Background: an optimization exercise with open tools, aiming at small area. Do not read the settings as production practice.
Where RTL was checked, it was by simulation tests only, not by an equivalence proof against the original.

==> run Y: inputs <==
==> flow/design.v <==
`default_nettype none
package udp_src_pkg;
  typedef logic [63:0] axis_data_t;
  typedef logic [7:0]  axis_keep_t;
  typedef logic [15:0] pkt_seq_t;
  typedef logic [1:0]  beat_idx_t;
  typedef enum logic {
    fr_idle,
    fr_send
  } framer_state_t;
  localparam int unsigned BEATS_PER_PKT = 4;
  localparam axis_keep_t  KEEP_ALL      = 8'hff;
  localparam axis_data_t GREETING_0 = 64'h72_66_20_6f_6c_6c_65_48;
  localparam axis_data_t GREETING_1 = 64'h20_41_47_50_46_20_6d_6f;
  localparam axis_data_t GREETING_2 = 64'h20_2e_6f_6e_20_54_4b_50;
  localparam logic [7:0] HEX_LOWER_A = 8'h61;
endpackage
`default_nettype wire
`default_nettype none
module udp_test_source #(
  parameter int unsigned PKT_INTERVAL = 10,
  parameter int unsigned ECHO_DEPTH   = 16
) (
  input  wire                          sys_clk_100MHz,
  input  wire                          tx_axis_aresetn,
  input  wire                          mmcm_locked,
  input  wire                          gen_sel,
  input  wire udp_src_pkg::axis_data_t echo_in_data,
  input  wire udp_src_pkg::axis_keep_t echo_in_keep,
  input  wire                          echo_in_valid,
  input  wire                          echo_in_last,
  input  wire                          tx_ready,
  output wire                          udp_enable,
  output wire                          sfp_tx_disable,
  output wire                          echo_in_ready,
  output wire udp_src_pkg::axis_data_t tx_data,
  output wire udp_src_pkg::axis_keep_t tx_keep,
  output wire                          tx_valid,
  output wire                          tx_last
);
  localparam int SLOTS   = ECHO_DEPTH + 2;           
  localparam int PTR_W   = $clog2(SLOTS);
  localparam int TIMER_W = (PKT_INTERVAL > 1) ? $clog2(PKT_INTERVAL) : 1;
  localparam int DW      = 73;
  logic [1:0] lock_q;
  logic       sfp_dis_q;
  always_ff @(posedge sys_clk_100MHz or negedge tx_axis_aresetn) begin
    if (!tx_axis_aresetn) begin
      lock_q    <= 2'b00;
      sfp_dis_q <= 1'b1;
    end else begin
      lock_q    <= {lock_q[0], mmcm_locked};
      sfp_dis_q <= ~lock_q[1];
    end
  end
  assign udp_enable     = lock_q[1];
  assign sfp_tx_disable = sfp_dis_q;
  logic [TIMER_W-1:0] timer_q;
  logic               req_valid;
  logic               expire;
  assign expire = lock_q[1] && (timer_q == TIMER_W'(PKT_INTERVAL - 1));
  logic        fr_send;
  logic [1:0]  beat_q;
  logic [15:0] seq_q;       
  logic in_pkt_q, sel_q, tx_valid_q, tx_gen_q;
  logic cur_sel, take, src_valid, src_last, xfer;
  logic [PTR_W-1:0] wr_q;     
  logic [PTR_W-1:0] tx_q;     
  logic [PTR_W-1:0] head;
  logic [4:0]       cnt_q;    
  logic             echo_valid, echo_last, wr_en, echo_take;
  logic [DW-1:0]    mem [SLOTS];
  function automatic logic [PTR_W-1:0] inc(input logic [PTR_W-1:0] p);
    inc = (p == PTR_W'(SLOTS - 1)) ? '0 : p + 1'b1;
  endfunction
  assign head          = inc(tx_q);
  assign echo_valid    = (cnt_q != 5'd0);
  assign echo_in_ready = (cnt_q != 5'(ECHO_DEPTH + 1));
  assign wr_en         = echo_in_valid && echo_in_ready;
  assign echo_last     = mem[head][DW-1];
  assign cur_sel   = in_pkt_q ? sel_q : gen_sel;
  assign take      = !tx_valid_q || tx_ready;
  assign src_valid = cur_sel ? fr_send : echo_valid;
  assign src_last  = cur_sel ? (beat_q == 2'd3) : echo_last;
  assign xfer      = take && src_valid;
  assign echo_take = xfer && !cur_sel;
  always_ff @(posedge sys_clk_100MHz or negedge tx_axis_aresetn) begin
    if (!tx_axis_aresetn) begin
      timer_q    <= '0;
      req_valid  <= 1'b0;
      fr_send    <= 1'b0;
      beat_q     <= 2'd0;
      seq_q      <= 16'hffff;
      in_pkt_q   <= 1'b0;
      sel_q      <= 1'b1;
      tx_valid_q <= 1'b0;
      tx_gen_q   <= 1'b1;
      wr_q       <= '0;
      tx_q       <= PTR_W'(SLOTS - 1);
      cnt_q      <= '0;
    end else begin
      if (!lock_q[1] || expire) timer_q <= '0;
      else                      timer_q <= timer_q + 1'b1;
      if (expire && (!req_valid || !fr_send)) req_valid <= 1'b1;
      else if (req_valid && !fr_send)         req_valid <= 1'b0;
      if (!fr_send) begin
        if (req_valid) fr_send <= 1'b1;
      end else if (xfer && cur_sel) begin
        if (beat_q == 2'd3) fr_send <= 1'b0;
        if (beat_q == 2'd0) seq_q <= seq_q + 1'b1;
        beat_q <= beat_q + 1'b1;
      end
      if (xfer) begin
        in_pkt_q <= !src_last;
        sel_q    <= cur_sel;
        tx_gen_q <= cur_sel;
      end
      if (take) tx_valid_q <= src_valid;
      if (wr_en) wr_q <= inc(wr_q);
      if (echo_take) tx_q <= head;
      cnt_q <= cnt_q + {4'd0, wr_en} - {4'd0, echo_take};
    end
  end
  always_ff @(posedge sys_clk_100MHz) begin
    if (wr_en) mem[wr_q] <= {echo_in_last, echo_in_keep, echo_in_data};
  end
  logic [63:0] gen_data;
  logic [DW-1:0] ring_out;
  function automatic logic [7:0] hex(input logic [3:0] n);
    hex = (n < 4'd10) ? (8'h30 + {4'd0, n}) : (8'h57 + {4'd0, n});
  endfunction
  always_comb begin
    case (beat_q)
      2'd1:    gen_data = udp_src_pkg::GREETING_0;
      2'd2:    gen_data = udp_src_pkg::GREETING_1;
      2'd3:    gen_data = udp_src_pkg::GREETING_2;
      default: gen_data = {hex(seq_q[3:0]), hex(seq_q[7:4]),
                           hex(seq_q[11:8]), hex(seq_q[15:12]), 32'h30303030};
    endcase
  end
  always_comb begin
    ring_out = '0;
    for (int i = 0; i < SLOTS; i++)
      ring_out = ring_out | (mem[i] & {DW{tx_q == PTR_W'(i)}});
  end
  assign tx_valid = tx_valid_q;
  assign tx_data  = tx_gen_q ? gen_data : ring_out[63:0];
  assign tx_keep  = tx_gen_q ? 8'hff : ring_out[71:64];
  assign tx_last  = tx_gen_q ? (beat_q == 2'd0) : ring_out[72];
endmodule
`default_nettype wire
==> flow/run.sh <==
#!/bin/bash
# synth_recipe.tcl (not shown) runs the flow's synth.tcl, then flattens the netlist and writes it again
# the make line also repeats each setting of config.mk as NAME=value (left out here)
make -C /OpenROAD-flow-scripts/flow DESIGN_CONFIG=/design/flow/config.mk WORK_HOME=/design/flow/orfs CLKGATE_MAP_FILE= SYNTH_SCRIPT=/design/flow/synth_recipe.tcl finish
==> flow/config.mk <==
export PLATFORM = sky130hd
export DESIGN_NAME = udp_test_source
export DESIGN_NICKNAME = udp_test_source
export VERILOG_FILES = /design/flow/design.v
export SDC_FILE = /design/flow/constraint.sdc
export NUM_CORES = 4
export LEC_CHECK = 0
export CAP_MARGIN = 20
export CORE_MARGIN = 2
export CORE_UTILIZATION = 40
export SLEW_MARGIN = 20
==> flow/constraint.sdc <==
create_clock -name core_clock -period 5.0 [get_ports {sys_clk_100MHz}]
set_input_delay 1.0000 -clock core_clock [delete_from_list [all_inputs] [get_ports {sys_clk_100MHz}]]
set_output_delay 1.0000 -clock core_clock [all_outputs]
set_load 0.01 [all_outputs]
==> inputs of run Z, as changes to run Y <==
--- a/flow/design.v
+++ b/flow/design.v
@@ -16,4 +16,24 @@
   localparam logic [7:0] HEX_LOWER_A = 8'h61;
 endpackage
+`default_nettype wire
+`default_nettype none
+module ring_aoi3 (
+  input  wire [2:0] s,
+  input  wire [2:0] d,
+  output wire       y_n
+);
+  assign y_n = ~|(s & d);
+endmodule
+`default_nettype wire
+`default_nettype none
+module ring_oai2 (
+  input  wire s0,
+  input  wire d0,
+  input  wire s1,
+  input  wire d1,
+  output wire y_n
+);
+  assign y_n = ~((d0 | s0) & (d1 | s1));
+endmodule
 `default_nettype wire
 `default_nettype none
@@ -40,7 +60,6 @@
 );
   localparam int SLOTS   = ECHO_DEPTH + 2;           
-  localparam int PTR_W   = $clog2(SLOTS);
   localparam int TIMER_W = (PKT_INTERVAL > 1) ? $clog2(PKT_INTERVAL) : 1;
-  localparam int DW      = 73;
+  localparam int DW      = 73;                       
   logic [1:0] lock_q;
   logic       sfp_dis_q;
@@ -58,31 +77,24 @@
   logic [TIMER_W-1:0] timer_q;
   logic               req_valid;
-  logic               expire;
-  assign expire = lock_q[1] && (timer_q == TIMER_W'(PKT_INTERVAL - 1));
-  logic        fr_send;
-  logic [1:0]  beat_q;
-  logic [15:0] seq_q;       
-  logic in_pkt_q, sel_q, tx_valid_q, tx_gen_q;
-  logic cur_sel, take, src_valid, src_last, xfer;
-  logic [PTR_W-1:0] wr_q;     
-  logic [PTR_W-1:0] tx_q;     
-  logic [PTR_W-1:0] head;
-  logic [4:0]       cnt_q;    
-  logic             echo_valid, echo_last, wr_en, echo_take;
-  logic [DW-1:0]    mem [SLOTS];
-  function automatic logic [PTR_W-1:0] inc(input logic [PTR_W-1:0] p);
-    inc = (p == PTR_W'(SLOTS - 1)) ? '0 : p + 1'b1;
-  endfunction
-  assign head          = inc(tx_q);
+  logic               fr_send;
+  logic [1:0]         beat_q;
+  logic [15:0]        seq_q;      
+  logic               in_pkt_q, sel_q, tx_valid_q;
+  logic [4:0]         cnt_q;      
+  logic [DW:0]        mem [SLOTS];
+  logic expire, cur_sel, take, src_valid, src_last, xfer, echo_take;
+  logic echo_valid, wr_en;
+  logic [4:0] wpos;
+  assign expire        = lock_q[1] && (timer_q == TIMER_W'(PKT_INTERVAL - 1));
   assign echo_valid    = (cnt_q != 5'd0);
-  assign echo_in_ready = (cnt_q != 5'(ECHO_DEPTH + 1));
+  assign echo_in_ready = (cnt_q != 5'(SLOTS - 1));
   assign wr_en         = echo_in_valid && echo_in_ready;
-  assign echo_last     = mem[head][DW-1];
   assign cur_sel   = in_pkt_q ? sel_q : gen_sel;
   assign take      = !tx_valid_q || tx_ready;
   assign src_valid = cur_sel ? fr_send : echo_valid;
-  assign src_last  = cur_sel ? (beat_q == 2'd3) : echo_last;
+  assign src_last  = cur_sel ? (beat_q == 2'd3) : (mem[1][DW-1] ^ mem[1][DW]);
   assign xfer      = take && src_valid;
   assign echo_take = xfer && !cur_sel;
+  assign wpos      = echo_take ? cnt_q : cnt_q + 5'd1;
   always_ff @(posedge sys_clk_100MHz or negedge tx_axis_aresetn) begin
     if (!tx_axis_aresetn) begin
@@ -91,11 +103,8 @@
       fr_send    <= 1'b0;
       beat_q     <= 2'd0;
-      seq_q      <= 16'hffff;
+      seq_q      <= '0;
       in_pkt_q   <= 1'b0;
       sel_q      <= 1'b1;
       tx_valid_q <= 1'b0;
-      tx_gen_q   <= 1'b1;
-      wr_q       <= '0;
-      tx_q       <= PTR_W'(SLOTS - 1);
       cnt_q      <= '0;
     end else begin
@@ -108,5 +117,5 @@
       end else if (xfer && cur_sel) begin
         if (beat_q == 2'd3) fr_send <= 1'b0;
-        if (beat_q == 2'd0) seq_q <= seq_q + 1'b1;
+        if (beat_q == 2'd3) seq_q <= seq_q + 1'b1;
         beat_q <= beat_q + 1'b1;
       end
@@ -114,17 +123,12 @@
         in_pkt_q <= !src_last;
         sel_q    <= cur_sel;
-        tx_gen_q <= cur_sel;
       end
       if (take) tx_valid_q <= src_valid;
-      if (wr_en) wr_q <= inc(wr_q);
-      if (echo_take) tx_q <= head;
-      cnt_q <= cnt_q + {4'd0, wr_en} - {4'd0, echo_take};
+      cnt_q <= cnt_q + 5'(wr_en) - 5'(echo_take);
     end
   end
-  always_ff @(posedge sys_clk_100MHz) begin
-    if (wr_en) mem[wr_q] <= {echo_in_last, echo_in_keep, echo_in_data};
-  end
+  logic        gen_take;
   logic [63:0] gen_data;
-  logic [DW-1:0] ring_out;
+  logic [DW:0] gen_word;
   function automatic logic [7:0] hex(input logic [3:0] n);
     hex = (n < 4'd10) ? (8'h30 + {4'd0, n}) : (8'h57 + {4'd0, n});
@@ -132,20 +136,53 @@
   always_comb begin
     case (beat_q)
-      2'd1:    gen_data = udp_src_pkg::GREETING_0;
-      2'd2:    gen_data = udp_src_pkg::GREETING_1;
-      2'd3:    gen_data = udp_src_pkg::GREETING_2;
+      2'd0:    gen_data = udp_src_pkg::GREETING_0;
+      2'd1:    gen_data = udp_src_pkg::GREETING_1;
+      2'd2:    gen_data = udp_src_pkg::GREETING_2;
       default: gen_data = {hex(seq_q[3:0]), hex(seq_q[7:4]),
                            hex(seq_q[11:8]), hex(seq_q[15:12]), 32'h30303030};
     endcase
   end
-  always_comb begin
-    ring_out = '0;
-    for (int i = 0; i < SLOTS; i++)
-      ring_out = ring_out | (mem[i] & {DW{tx_q == PTR_W'(i)}});
+  assign gen_take = xfer && cur_sel;
+  assign gen_word = {1'b0, beat_q == 2'd3, 8'hff, gen_data};
+  logic [DW:0] din;
+  assign din = {1'b0, echo_in_last, echo_in_keep, echo_in_data};
+  for (genvar g = 0; g < SLOTS; g++) begin : g_slot
+    logic w, sh, h;
+    logic [DW:0] nxt;
+    assign w  = wr_en && (wpos == 5'(g));
+    assign sh = echo_take && !w;
+    assign h  = !echo_take && !w;
+    if (g == 0) begin : g_tx
+      logic h0;
+      assign h0 = !echo_take && !gen_take;
+      for (genvar b = 0; b <= DW; b++) begin : g_bit
+        assign nxt[b] = ~(h0 && mem[0][b] || echo_take && mem[1][b] || gen_take && gen_word[b]);
+      end
+    end else if (g == SLOTS - 1) begin : g_top
+      for (genvar b = 0; b < DW; b++) begin : g_bit
+        ring_oai2 u_oai (
+          .s0 (w), .d0 (mem[g][b]),
+          .s1 (!w), .d1 (din[b]),
+          .y_n (nxt[b])
+        );
+      end
+      assign nxt[DW] = ~(mem[g][DW] && !w);
+    end else begin : g_mid
+      for (genvar b = 0; b < DW; b++) begin : g_bit
+        ring_aoi3 u_aoi (
+          .s   ({w, sh, h}),
+          .d   ({din[b], mem[g+1][b], mem[g][b]}),
+          .y_n (nxt[b])
+        );
+      end
+      assign nxt[DW] = ~(sh && mem[g+1][DW] || h && mem[g][DW]);
+    end
+    always_ff @(posedge sys_clk_100MHz)
+      mem[g] <= nxt;
   end
   assign tx_valid = tx_valid_q;
-  assign tx_data  = tx_gen_q ? gen_data : ring_out[63:0];
-  assign tx_keep  = tx_gen_q ? 8'hff : ring_out[71:64];
-  assign tx_last  = tx_gen_q ? (beat_q == 2'd0) : ring_out[72];
+  assign tx_data  = mem[0][63:0]  ^ {64{mem[0][DW]}};
+  assign tx_keep  = mem[0][71:64] ^ {8{mem[0][DW]}};
+  assign tx_last  = mem[0][72]    ^ mem[0][DW];
 endmodule
 `default_nettype wire
==> flow/flow/run.sh (new file) <==
#!/bin/bash
set -euo pipefail
bash standard.sh finish \
  CTS_ARGS="-sink_clustering_enable -repair_clock_nets -dont_use_dummy_load -sink_clustering_size 25 -sink_clustering_max_diameter 100" \
  BUFFER_PORTS_ARGS="-buffer_cell sky130_fd_sc_hd__buf_1" \
  > standard_flow.log 2>&1
==> flow/standard.sh (new file) <==
#!/bin/bash
# synth_recipe.tcl (not shown) runs the flow's synth.tcl, then flattens the netlist and writes it again
# the make line also repeats each setting of config.mk as NAME=value (left out here)
make -C /OpenROAD-flow-scripts/flow DESIGN_CONFIG=/design/flow/config.mk WORK_HOME=/design/flow/orfs CLKGATE_MAP_FILE= SYNTH_SCRIPT=/design/flow/synth_recipe.tcl "${@:-finish}"
Settings changed: CORE_UTILIZATION 40 to 50, CTS_CLUSTER_DIAMETER from default to 100, CTS_CLUSTER_SIZE from default to 25, SYNTH_HIERARCHICAL from default to 1, SYNTH_MINIMUM_KEEP_SIZE from default to 0.
removed: flow/run.sh
==> flow_summary.json <==
{
  "power.share.switching": 0.385,
  "largest_reg_flops": 1332,
  "synth_area_leaders": "dfxtp_1 (61%), a222oi_1 (27%), dfrtp_1 (1.9%), xor2_1 (1.6%), o22ai_1 (1.2%)",
  "worstSkewPairLatency_ns": 0.70,
  "status": "no timing/DRC/antenna violations",
  "fillers": 7202,
  "syn-num-nets": 3300,
  "multi_input_area_share": 0.339,
  "period_share": 0.915,
  "synth_async_sr_flop_share": 0.0256,
  "clkPwrFrac": 0.127,
  "taps": 1155
}
the above is filed under run Z

==> flow_summary.json <==
{
  "largest_reg_flops": 1328,
  "multi_input_area_share": 0.165,
  "synth_top_family_by_area": "compound AO/OA/AOI/OAI gates",
  "taps": 1742,
  "yosysMostFrequentCell": "edfxtp_1",
  "status": "no timing/DRC/antenna violations",
  "fillers": 10700,
  "synth_async_sr_flop_share": 0.0328,
  "period_share": 0.991,
  "synth_area_leaders": "edfxtp_1 (77%), a22oi_1 (3.6%), a221oi_1 (2.1%), mux2i_1 (1.5%), a22o_1 (1.4%)",
  "top_power_group": "registers",
  "regMostFlops": "mem",
  "wirelength_met1_um": 65500,
  "syn-num-nets": 3060,
  "clkPwrFrac": 0.290,
  "power.share.switching": 0.327
}
the above is filed under run Y

Only the layout flow was run in run Y; the RTL was not checked for function there.

## separate check: timing with driven ports
In the flow no input, the clock included, has a driving cell. The finished layouts below were timed again as built, in two steps.
Step 1 (the two cells are an assumption about what drives the block):
set clk [get_ports {sys_clk_100MHz}]
set_driving_cell -lib_cell sky130_fd_sc_hd__clkbuf_16 $clk
set_driving_cell -lib_cell sky130_fd_sc_hd__buf_2 [delete_from_list [all_inputs] $clk]
Step 2 also shifts input and output timing later by t, the mid clock arrival at the registers, as if the neighbouring blocks saw the same clock.
Slacks: ideal ports / drivers / drivers and shift; pairs: ideal ports / drivers.
run	t (ns)	setup WS [ns]	hold WS [ns]	worst setup path after step 2	clock arrival spread, ns
run Y	0.817	0.045 / -0.023 / 0.794	0.361 / 0.324 / 0.361	register to output	0.033 / 0.033
run Z	0.736	0.423 / 0.423 / 0.066	0.357 / 0.357 / 0.357	input to register	0.085 / 0.084
After both steps setup and hold are still met in every run listed. For run Z, which loses most, drivers alone change the setup slack by 0.000 ns; drivers and shift together by -0.357 ns.
